From an optimization exercise on the open Yosys and OpenROAD flow, aimed at a short achievable clock period and few clock cycles; shortcuts taken in it are not production practice. In this exercise RTL edits were held to simulation tests only and were not proved equivalent to the original. Power and IR drop assume default switching activity.

==> flow/design.v (excerpt) <==
module dcache (
    input  logic        CLK,
    input  logic        nRST,
    input  logic        dp_readEn,
    input  logic        dp_writeEn,
    input  logic        dp_halt,
    input  logic [31:0] dp_addr,
    input  logic [31:0] dp_store,
    output logic        dp_dhit,
    output logic        dp_flushed,
    output logic [31:0] dp_load,
    output logic        mem_dREN,
    output logic        mem_dWEN,
    output logic [31:0] mem_addr,
    output logic [31:0] mem_store,
    input  logic        mem_dwait,
    input  logic [31:0] mem_load
);
Size: about 6600 cells after synthesis, roughly 1800 flip-flops, roughly 91000 µm² of cells after synthesis.
export LEC_CHECK = 0
export ABC_CLOCK_PERIOD_IN_PS = 2500
export CAP_MARGIN = 20
export CORE_MARGIN = 2
export CORE_UTILIZATION = 55
export SETUP_SLACK_MARGIN = 5
export SLEW_MARGIN = 20
create_clock -name core_clock -period 8.0 [get_ports {CLK}]
run.sh (not shown) runs the stock make flow with config.mk's settings and CLKGATE_MAP_FILE= SYNTH_SCRIPT=/design/flow/synth_recipe.tcl, a recipe that flattens the netlist after the stock synthesis.
Testbench counts at the start, summed over its fixed seeds: cycles 44,326.
==> next run, changes <==
--- a/flow/design.v
+++ b/flow/design.v
@@ -114,15 +114,15 @@
     logic [29:0] xAddr;                  
     logic [31:0] xData;
     logic [25:0] reqTag;
     logic [2:0]  idxR;
     logic        wordR;
     logic        writeR;
     logic [31:0] storeR;
-    logic        chkR;                   
+    logic        hitR;
     logic        hitWayR;
     logic        vWayR;                  
     logic [25:0] vTagR;
     logic [31:0] load0R, load1R;         
     logic [31:0] fData;
     logic        fDone;
     logic        fFirst;                 
@@ -207,19 +207,17 @@
             flushMode <= 1'b0;
             fPick <= 1'b0;
             dhitR <= 1'b0;
             flushedR <= 1'b0;
             drenR <= 1'b0;
             dwenR <= 1'b0;
             fDone <= 1'b0;
-            chkR <= 1'b0;
         end else begin
             fDone <= drenR & ~mem_dwait;
             fPick <= 1'b0;
-            chkR <= idle & req & ~dp_halt;
             if (idle) begin
                 if (dp_halt) begin
                     idle <= 1'b0;
                     flushMode <= 1'b1;
                     fPick <= 1'b1;
                 end else if (req) begin
                     idle <= 1'b0;
@@ -252,14 +250,15 @@
     end
     always_ff @(posedge CLK) begin
         if (idle) begin
             reqTag <= tag;
             wordR <= wsel;
             writeR <= dp_writeEn;
             storeR <= dp_store;
+            hitR <= hit;
             hitWayR <= h1;
         end
         if (idle) begin
             idxR <= idx;
             vWayR <= lru[idx];
             vTagR <= vTag;
         end else if (flushNext) begin
@@ -302,16 +301,16 @@
             load0R <= (fDone && fFirst) ? fData : (wordR ? cur[63:32] : cur[31:0]);
             load1R <= '0;
         end
     end
     logic storeHit;
     logic fillEnd;
     logic flushClr;
-    assign storeHit = chkR & dhitR & writeR;
-    assign fillEnd = busy & dhitR & ~chkR;
+    assign storeHit = busy & dhitR & hitR & writeR;
+    assign fillEnd = busy & dhitR & ~hitR;
     assign flushClr = flushMode & xDone & (phase == P_WB1);
     always_comb begin
         wIndex = idxR;
         if (fDone) begin
             wWord = fFirst ? wordR : ~wordR;
             wData = (fFirst && writeR) ? storeR : fData;
             we0 = ~vWayR;
@@ -329,15 +328,15 @@
         clrDirty0 = (fillEnd & ~writeR & ~vWayR) | (flushClr & ~vWayR);
         clrDirty1 = (fillEnd & ~writeR & vWayR) | (flushClr & vWayR);
     end
     always_ff @(posedge CLK, negedge nRST) begin
         if (!nRST) begin
             lru <= '0;
         end else if (busy && dhitR) begin
-            lru[idxR] <= chkR ? ~hitWayR : ~vWayR;
+            lru[idxR] <= hitR ? ~hitWayR : ~vWayR;
         end
     end
     cacheWay way0 (
         .CLK(CLK), .nRST(nRST),
         .we(we0), .wIndex(wIndex), .wWord(wWord), .wData(wData),
         .fill(fill0), .fIndex(idxR), .fTag(reqTag),
         .setDirty(setDirty0), .clrDirty(clrDirty0), .dIndex(idxR),
Utilization came out lower by 2.5 points.
Routed wire length came out lower by about 6%.
Fmax came out lower by about 4%.
Worst setup slack is worse by 0.13 ns.
Via count came out lower by 5.9%.
Global-route usage came out lower by 3.0 points.
Die area came out lower by about 0.5%.
Sequential power came out lower by about 10%.
Clock skew came out lower by 0.026 ns.
Sequential cell count stays the same.
Testbench counts after the change, summed over its fixed seeds: cycles 44,326.

---

The RTL this note starts from:
==> flow/design.v <==
`timescale 1ns/1ps
module cacheWay (
    input  logic         CLK,
    input  logic         nRST,
    input  logic         we,
    input  logic [2:0]   wIndex,
    input  logic         wWord,
    input  logic [31:0]  wData,
    input  logic         fill,
    input  logic [2:0]   fIndex,
    input  logic [25:0]  fTag,
    input  logic         setDirty,
    input  logic         clrDirty,
    input  logic [2:0]   dIndex,
    output logic [7:0]   valid,
    output logic [7:0]   dirty,
    output logic [207:0] tags,        
    output logic [511:0] words        
);
    logic [25:0] tagMem [8];
    logic [31:0] dataMem [16];
    always_ff @(posedge CLK, negedge nRST) begin
        if (!nRST) begin
            valid <= '0;
            dirty <= '0;
        end else begin
            if (fill) begin
                valid[fIndex] <= 1'b1;
            end
            if (setDirty) begin
                dirty[dIndex] <= 1'b1;
            end else if (clrDirty) begin
                dirty[dIndex] <= 1'b0;
            end
        end
    end
    always_ff @(posedge CLK) begin
        if (we) begin
            dataMem[{wIndex, wWord}] <= wData;
        end
        if (fill) begin
            tagMem[fIndex] <= fTag;
        end
    end
    always_comb begin
        for (int s = 0; s < 8; s++) begin
            tags[s*26 +: 26] = tagMem[s];
        end
        for (int k = 0; k < 16; k++) begin
            words[k*32 +: 32] = dataMem[k];
        end
    end
endmodule
`timescale 1ns/1ps
module wayReplace (
    input  logic [15:0] mask,
    output logic        found,
    output logic [3:0]  frame,      
    output logic [15:0] onehot
);
    always_comb begin
        found = |mask;
        frame = 4'd0;
        for (int i = 15; i >= 0; i--) begin
            if (mask[i]) begin
                frame = 4'(i);
            end
        end
        onehot = mask & ~(mask - 16'd1);
    end
endmodule
`timescale 1ns/1ps
`timescale 1ns/1ps
module dcache (
    input  logic        CLK,
    input  logic        nRST,
    input  logic        dp_readEn,
    input  logic        dp_writeEn,
    input  logic        dp_halt,
    input  logic [31:0] dp_addr,
    input  logic [31:0] dp_store,
    output logic        dp_dhit,
    output logic        dp_flushed,
    output logic [31:0] dp_load,
    output logic        mem_dREN,
    output logic        mem_dWEN,
    output logic [31:0] mem_addr,
    output logic [31:0] mem_store,
    input  logic        mem_dwait,
    input  logic [31:0] mem_load
);
    localparam logic [1:0] P_WB0 = 2'd0;
    localparam logic [1:0] P_WB1 = 2'd1;
    localparam logic [1:0] P_F1  = 2'd2;
    localparam logic [1:0] P_F2  = 2'd3;
    logic [7:0]   valid0, valid1, dirty0, dirty1;
    logic [207:0] tags0, tags1;
    logic [511:0] words0, words1;
    logic         we0, we1;
    logic [2:0]   wIndex;
    logic         wWord;
    logic [31:0]  wData;
    logic         fill0, fill1;
    logic         setDirty0, setDirty1, clrDirty0, clrDirty1;
    logic [7:0]   lru;                   
    logic        idle;                   
    logic        busy;                   
    logic        flushMode;
    logic        fPick;                  
    logic        dhitR;
    logic        flushedR;
    logic        drenR, dwenR;
    logic [1:0]  phase;
    logic [29:0] xAddr;                  
    logic [31:0] xData;
    logic [25:0] reqTag;
    logic [2:0]  idxR;
    logic        wordR;
    logic        writeR;
    logic [31:0] storeR;
    logic        chkR;                   
    logic        hitWayR;
    logic        vWayR;                  
    logic [25:0] vTagR;
    logic [31:0] loadR;                  
    logic [31:0] fData;
    logic        fDone;
    logic        fFirst;                 
    logic [2:0]  idx;
    logic [25:0] tag;
    logic        wsel;
    logic [7:0]  dec;
    logic [7:0]  e0, e1;                 
    logic [7:0]  vd;                     
    logic [25:0] vt [8];                 
    logic [31:0] vw0 [8];                
    logic        req;
    logic        h0, h1, hit, vDirty;
    logic [25:0] vTag;
    logic [31:0] vWord0, rd0, rd1;
    assign req = dp_readEn | dp_writeEn;
    assign idx = dp_addr[5:3];
    assign tag = dp_addr[31:6];
    assign wsel = dp_addr[2];
    always_comb begin
        for (int s = 0; s < 8; s++) begin
            dec[s] = (idx == 3'(s));
            e0[s] = valid0[s] & (tags0[s*26 +: 26] == tag);
            e1[s] = valid1[s] & (tags1[s*26 +: 26] == tag);
            vd[s] = lru[s] ? (valid1[s] & dirty1[s]) : (valid0[s] & dirty0[s]);
            vt[s] = lru[s] ? tags1[s*26 +: 26] : tags0[s*26 +: 26];
            vw0[s] = lru[s] ? words1[(2*s)*32 +: 32] : words0[(2*s)*32 +: 32];
        end
        h0 = |(dec & e0);
        h1 = |(dec & e1);
        hit = h0 | h1;
        vDirty = |(dec & vd);
        vTag = '0;
        vWord0 = '0;
        for (int s = 0; s < 8; s++) begin
            vTag = vTag | (vt[s] & {26{dec[s]}});
            vWord0 = vWord0 | (vw0[s] & {32{dec[s]}});
        end
    end
    assign rd0 = words0[{idx, wsel}*32 +: 32];
    assign rd1 = words1[{idx, wsel}*32 +: 32];
    logic [63:0] cur;
    assign cur = vWayR ? words1[{idxR, 1'b0}*32 +: 64] : words0[{idxR, 1'b0}*32 +: 64];
    logic [15:0] dmask;
    logic [15:0] pickMask;
    logic        pFound;
    logic [3:0]  pFrame;
    logic [15:0] pOneHot;
    logic        nFound;
    logic [3:0]  nFrame;
    logic [15:0] nOneHot;
    assign dmask = {valid1 & dirty1, valid0 & dirty0};
    assign pickMask = dwenR ? (dmask & ~(16'd1 << {vWayR, idxR})) : dmask;
    wayReplace pick0 (
        .mask(pickMask),
        .found(pFound),
        .frame(pFrame),
        .onehot(pOneHot)
    );
    logic [25:0] nTag;
    logic [31:0] nWord0;
    always_comb begin
        nTag = '0;
        nWord0 = '0;
        for (int s = 0; s < 8; s++) begin
            nTag = nTag | (tags0[s*26 +: 26] & {26{nOneHot[s]}})
                        | (tags1[s*26 +: 26] & {26{nOneHot[8+s]}});
            nWord0 = nWord0 | (words0[(2*s)*32 +: 32] & {32{nOneHot[s]}})
                            | (words1[(2*s)*32 +: 32] & {32{nOneHot[8+s]}});
        end
    end
    logic xDone;
    logic flushNext;                     
    logic [1:0] nextPhase;
    assign xDone = (drenR | dwenR) & ~mem_dwait;
    assign flushNext = fPick | (flushMode & xDone & (phase == P_WB1));
    assign nextPhase = xDone ? phase + 2'd1 : phase;
    always_ff @(posedge CLK, negedge nRST) begin
        if (!nRST) begin
            idle <= 1'b1;
            busy <= 1'b0;
            flushMode <= 1'b0;
            fPick <= 1'b0;
            dhitR <= 1'b0;
            flushedR <= 1'b0;
            drenR <= 1'b0;
            dwenR <= 1'b0;
            fDone <= 1'b0;
            chkR <= 1'b0;
        end else begin
            fDone <= drenR & ~mem_dwait;
            fPick <= 1'b0;
            chkR <= idle & req & ~dp_halt;
            if (idle) begin
                if (dp_halt) begin
                    idle <= 1'b0;
                    flushMode <= 1'b1;
                    fPick <= 1'b1;
                end else if (req) begin
                    idle <= 1'b0;
                    busy <= 1'b1;
                    dhitR <= hit;
                    dwenR <= ~hit & vDirty;
                    drenR <= ~hit & ~vDirty;
                end
            end else if (busy && dhitR) begin
                busy <= 1'b0;
                idle <= 1'b1;
                dhitR <= 1'b0;
            end else if (flushNext) begin
                dwenR <= nFound;
                flushedR <= ~nFound;
            end else if (xDone) begin
                case (phase)
                    P_WB1: begin
                        dwenR <= 1'b0;
                        drenR <= 1'b1;
                    end
                    P_F2: begin
                        drenR <= 1'b0;
                        dhitR <= 1'b1;
                    end
                    default: ;
                endcase
            end
        end
    end
    always_ff @(posedge CLK) begin
        if (idle) begin
            reqTag <= tag;
            wordR <= wsel;
            writeR <= dp_writeEn;
            storeR <= dp_store;
            hitWayR <= h1;
        end
        if (idle) begin
            idxR <= idx;
            vWayR <= lru[idx];
            vTagR <= vTag;
        end else if (flushNext) begin
            idxR <= nFrame[2:0];
            vWayR <= nFrame[3];
            vTagR <= nTag;
        end
        if (idle) begin
            phase <= vDirty ? P_WB0 : P_F1;
        end else if (flushNext) begin
            phase <= P_WB0;
        end else begin
            phase <= nextPhase;
        end
    end
    always_ff @(posedge CLK) begin
        fData <= mem_load;
        fFirst <= (phase == P_F1);
        nFound <= pFound;
        nFrame <= pFrame;
        nOneHot <= pOneHot;
        if (idle) begin
            xAddr <= vDirty ? {vTag, idx, 1'b0} : {tag, idx, wsel};
            xData <= vWord0;
            loadR <= (rd0 & {32{h0}}) | (rd1 & {32{h1}});
        end else begin
            if (flushNext) begin
                xAddr <= {nTag, nFrame[2:0], 1'b0};
                xData <= nWord0;
            end else begin
                case (nextPhase)
                    P_WB0: xAddr <= {vTagR, idxR, 1'b0};
                    P_WB1: xAddr <= {vTagR, idxR, 1'b1};
                    P_F1:  xAddr <= {reqTag, idxR, wordR};
                    P_F2:  xAddr <= {reqTag, idxR, ~wordR};
                endcase
                xData <= (nextPhase == P_WB1) ? cur[63:32] : cur[31:0];
            end
            loadR <= (fDone && fFirst) ? fData : (wordR ? cur[63:32] : cur[31:0]);
        end
    end
    logic storeHit;
    logic fillEnd;
    logic flushClr;
    assign storeHit = chkR & dhitR & writeR;
    assign fillEnd = busy & dhitR & ~chkR;
    assign flushClr = flushMode & xDone & (phase == P_WB1);
    always_comb begin
        wIndex = idxR;
        if (fDone) begin
            wWord = fFirst ? wordR : ~wordR;
            wData = (fFirst && writeR) ? storeR : fData;
            we0 = ~vWayR;
            we1 = vWayR;
        end else begin
            wWord = wordR;
            wData = storeR;
            we0 = storeHit & ~hitWayR;
            we1 = storeHit & hitWayR;
        end
        fill0 = fillEnd & ~vWayR;
        fill1 = fillEnd & vWayR;
        setDirty0 = (storeHit & ~hitWayR) | (fillEnd & writeR & ~vWayR);
        setDirty1 = (storeHit & hitWayR) | (fillEnd & writeR & vWayR);
        clrDirty0 = (fillEnd & ~writeR & ~vWayR) | (flushClr & ~vWayR);
        clrDirty1 = (fillEnd & ~writeR & vWayR) | (flushClr & vWayR);
    end
    always_ff @(posedge CLK, negedge nRST) begin
        if (!nRST) begin
            lru <= '0;
        end else if (busy && dhitR) begin
            lru[idxR] <= chkR ? ~hitWayR : ~vWayR;
        end
    end
    cacheWay way0 (
        .CLK(CLK), .nRST(nRST),
        .we(we0), .wIndex(wIndex), .wWord(wWord), .wData(wData),
        .fill(fill0), .fIndex(idxR), .fTag(reqTag),
        .setDirty(setDirty0), .clrDirty(clrDirty0), .dIndex(idxR),
        .valid(valid0), .dirty(dirty0), .tags(tags0), .words(words0)
    );
    cacheWay way1 (
        .CLK(CLK), .nRST(nRST),
        .we(we1), .wIndex(wIndex), .wWord(wWord), .wData(wData),
        .fill(fill1), .fIndex(idxR), .fTag(reqTag),
        .setDirty(setDirty1), .clrDirty(clrDirty1), .dIndex(idxR),
        .valid(valid1), .dirty(dirty1), .tags(tags1), .words(words1)
    );
    assign dp_dhit = dhitR;
    assign dp_flushed = flushedR;
    assign dp_load = loadR;
    assign mem_dREN = drenR;
    assign mem_dWEN = dwenR;
    assign mem_addr = {xAddr, 2'b00};
    assign mem_store = xData;
endmodule
Settings: LEC_CHECK=0, ABC_CLOCK_PERIOD_IN_PS=2500, CAP_MARGIN=20, CORE_MARGIN=2, CORE_UTILIZATION=55, SETUP_SLACK_MARGIN=5, SLEW_MARGIN=20; clock period 8.0 ns.
Testbench counts at the start, summed over its fixed seeds: cycles 44,326.
Edit:
--- a/flow/design.v
+++ b/flow/design.v
@@ -104,11 +104,12 @@
     logic         setDirty0, setDirty1, clrDirty0, clrDirty1;
     logic [7:0]   lru;                   
     logic        idle;                   
     logic        busy;                   
     logic        flushMode;
-    logic        fPick;                  
+    logic        fPend;                  
+    logic [1:0]  fAge;                   
     logic        dhitR;
     logic        flushedR;
     logic        drenR, dwenR;
     logic [1:0]  phase;
     logic [29:0] xAddr;                  
@@ -120,11 +121,11 @@
     logic [31:0] storeR;
     logic        chkR;                   
     logic        hitWayR;
     logic        vWayR;                  
     logic [25:0] vTagR;
-    logic [31:0] loadR;                  
+    logic [31:0] load0R, load1R;         
     logic [31:0] fData;
     logic        fDone;
     logic        fFirst;                 
     logic [2:0]  idx;
     logic [25:0] tag;
@@ -182,10 +183,14 @@
         .frame(pFrame),
         .onehot(pOneHot)
     );
     logic [25:0] nTag;
     logic [31:0] nWord0;
+    logic        sFound;
+    logic [3:0]  sFrame;
+    logic [25:0] sTag;
+    logic [31:0] sWord0;
     always_comb begin
         nTag = '0;
         nWord0 = '0;
         for (int s = 0; s < 8; s++) begin
             nTag = nTag | (tags0[s*26 +: 26] & {26{nOneHot[s]}})
@@ -193,36 +198,43 @@
             nWord0 = nWord0 | (words0[(2*s)*32 +: 32] & {32{nOneHot[s]}})
                             | (words1[(2*s)*32 +: 32] & {32{nOneHot[8+s]}});
         end
     end
     logic xDone;
+    logic flushDone;                     
     logic flushNext;                     
     logic [1:0] nextPhase;
     assign xDone = (drenR | dwenR) & ~mem_dwait;
-    assign flushNext = fPick | (flushMode & xDone & (phase == P_WB1));
+    assign flushDone = flushMode & xDone & (phase == P_WB1);
+    assign flushNext = (fAge == 2'd2) & (fPend | flushDone);
     assign nextPhase = xDone ? phase + 2'd1 : phase;
     always_ff @(posedge CLK, negedge nRST) begin
         if (!nRST) begin
             idle <= 1'b1;
             busy <= 1'b0;
             flushMode <= 1'b0;
-            fPick <= 1'b0;
+            fPend <= 1'b0;
+            fAge <= 2'd0;
             dhitR <= 1'b0;
             flushedR <= 1'b0;
             drenR <= 1'b0;
             dwenR <= 1'b0;
             fDone <= 1'b0;
             chkR <= 1'b0;
         end else begin
             fDone <= drenR & ~mem_dwait;
-            fPick <= 1'b0;
             chkR <= idle & req & ~dp_halt;
+            if ((idle && dp_halt) || flushNext) begin
+                fAge <= 2'd0;
+            end else if (fAge != 2'd2) begin
+                fAge <= fAge + 2'd1;
+            end
             if (idle) begin
                 if (dp_halt) begin
                     idle <= 1'b0;
                     flushMode <= 1'b1;
-                    fPick <= 1'b1;
+                    fPend <= 1'b1;
                 end else if (req) begin
                     idle <= 1'b0;
                     busy <= 1'b1;
                     dhitR <= hit;
                     dwenR <= ~hit & vDirty;
@@ -231,12 +243,16 @@
             end else if (busy && dhitR) begin
                 busy <= 1'b0;
                 idle <= 1'b1;
                 dhitR <= 1'b0;
             end else if (flushNext) begin
-                dwenR <= nFound;
-                flushedR <= ~nFound;
+                dwenR <= sFound;
+                flushedR <= ~sFound;
+                fPend <= 1'b0;
+            end else if (flushDone) begin
+                dwenR <= 1'b0;
+                fPend <= 1'b1;
             end else if (xDone) begin
                 case (phase)
                     P_WB1: begin
                         dwenR <= 1'b0;
                         drenR <= 1'b1;
@@ -261,13 +277,13 @@
         if (idle) begin
             idxR <= idx;
             vWayR <= lru[idx];
             vTagR <= vTag;
         end else if (flushNext) begin
-            idxR <= nFrame[2:0];
-            vWayR <= nFrame[3];
-            vTagR <= nTag;
+            idxR <= sFrame[2:0];
+            vWayR <= sFrame[3];
+            vTagR <= sTag;
         end
         if (idle) begin
             phase <= vDirty ? P_WB0 : P_F1;
         end else if (flushNext) begin
             phase <= P_WB0;
@@ -278,37 +294,43 @@
     always_ff @(posedge CLK) begin
         fData <= mem_load;
         fFirst <= (phase == P_F1);
         nFound <= pFound;
         nFrame <= pFrame;
+        sFound <= nFound;
+        sFrame <= nFrame;
+        sTag <= nTag;
+        sWord0 <= nWord0;
         nOneHot <= pOneHot;
         if (idle) begin
             xAddr <= vDirty ? {vTag, idx, 1'b0} : {tag, idx, wsel};
             xData <= vWord0;
-            loadR <= (rd0 & {32{h0}}) | (rd1 & {32{h1}});
+            load0R <= rd0 & {32{h0}};
+            load1R <= rd1 & {32{h1}};
         end else begin
             if (flushNext) begin
-                xAddr <= {nTag, nFrame[2:0], 1'b0};
-                xData <= nWord0;
+                xAddr <= {sTag, sFrame[2:0], 1'b0};
+                xData <= sWord0;
             end else begin
                 case (nextPhase)
                     P_WB0: xAddr <= {vTagR, idxR, 1'b0};
                     P_WB1: xAddr <= {vTagR, idxR, 1'b1};
                     P_F1:  xAddr <= {reqTag, idxR, wordR};
                     P_F2:  xAddr <= {reqTag, idxR, ~wordR};
                 endcase
                 xData <= (nextPhase == P_WB1) ? cur[63:32] : cur[31:0];
             end
-            loadR <= (fDone && fFirst) ? fData : (wordR ? cur[63:32] : cur[31:0]);
+            load0R <= (fDone && fFirst) ? fData : (wordR ? cur[63:32] : cur[31:0]);
+            load1R <= '0;
         end
     end
     logic storeHit;
     logic fillEnd;
     logic flushClr;
     assign storeHit = chkR & dhitR & writeR;
     assign fillEnd = busy & dhitR & ~chkR;
-    assign flushClr = flushMode & xDone & (phase == P_WB1);
+    assign flushClr = flushDone;
     always_comb begin
         wIndex = idxR;
         if (fDone) begin
             wWord = fFirst ? wordR : ~wordR;
             wData = (fFirst && writeR) ? storeR : fData;
@@ -348,11 +370,11 @@
         .setDirty(setDirty1), .clrDirty(clrDirty1), .dIndex(idxR),
         .valid(valid1), .dirty(dirty1), .tags(tags1), .words(words1)
     );
     assign dp_dhit = dhitR;
     assign dp_flushed = flushedR;
-    assign dp_load = loadR;
+    assign dp_load = load0R | load1R;
     assign mem_dREN = drenR;
     assign mem_dWEN = dwenR;
     assign mem_addr = {xAddr, 2'b00};
     assign mem_store = xData;
 endmodule
Via count drops by 2.3%.
Setup slack gets worse by 52 ps.
Total power went up by 5.0%.
Fmax shrinks by 1.5%.
Clock power is higher by 10%.
Critical path depth is lower by 3.
Worst hold slack got worse by 190 ps.
Combinational power hardly moves.
Count of clock-buffer cells in the layout grows by 22.
Testbench counts after the change, summed over its fixed seeds: cycles 44,345.

separate check: timing with driven ports:
In the flow no input, the clock included, has a driving cell. The finished layouts below were timed again as built, in two steps.
Step 1: set_driving_cell puts a clkbuf_16 on CLK and a buf_2 on each other input, an assumption about the parent block.
Step 2 also shifts input and output timing later by t, the mid clock arrival at the registers, as if the neighbouring blocks saw the same clock.
Three values: ideal ports, drivers, drivers and shift; two values: the first two.
run	t, ns	setup slack, ns	hold WS [ns]	worst setup path at the end	latest minus earliest clock arrival (ns)
the first run of note 1	0.951	4.742 / 4.360 / 3.409	0.440 / 0.440 / 0.440	input to register	0.056 / 0.056
the second run of note 1	0.936	4.613 / 4.582 / 3.646	0.510 / 0.510 / 0.510	input to register	0.032 / 0.032
the first run of note 2	0.957	4.721 / 4.491 / 3.535	0.516 / 0.516 / 0.516	input to register	0.047 / 0.047
the second run of note 2	0.972	4.670 / 4.473 / 3.500	0.324 / 0.324 / 0.324	input to register	0.060 / 0.061
After both steps setup and hold are still met in every run listed. The setup slack of the first run of note 1, which loses most, moves by -0.382 ns with the drivers and by -1.333 ns with both steps.
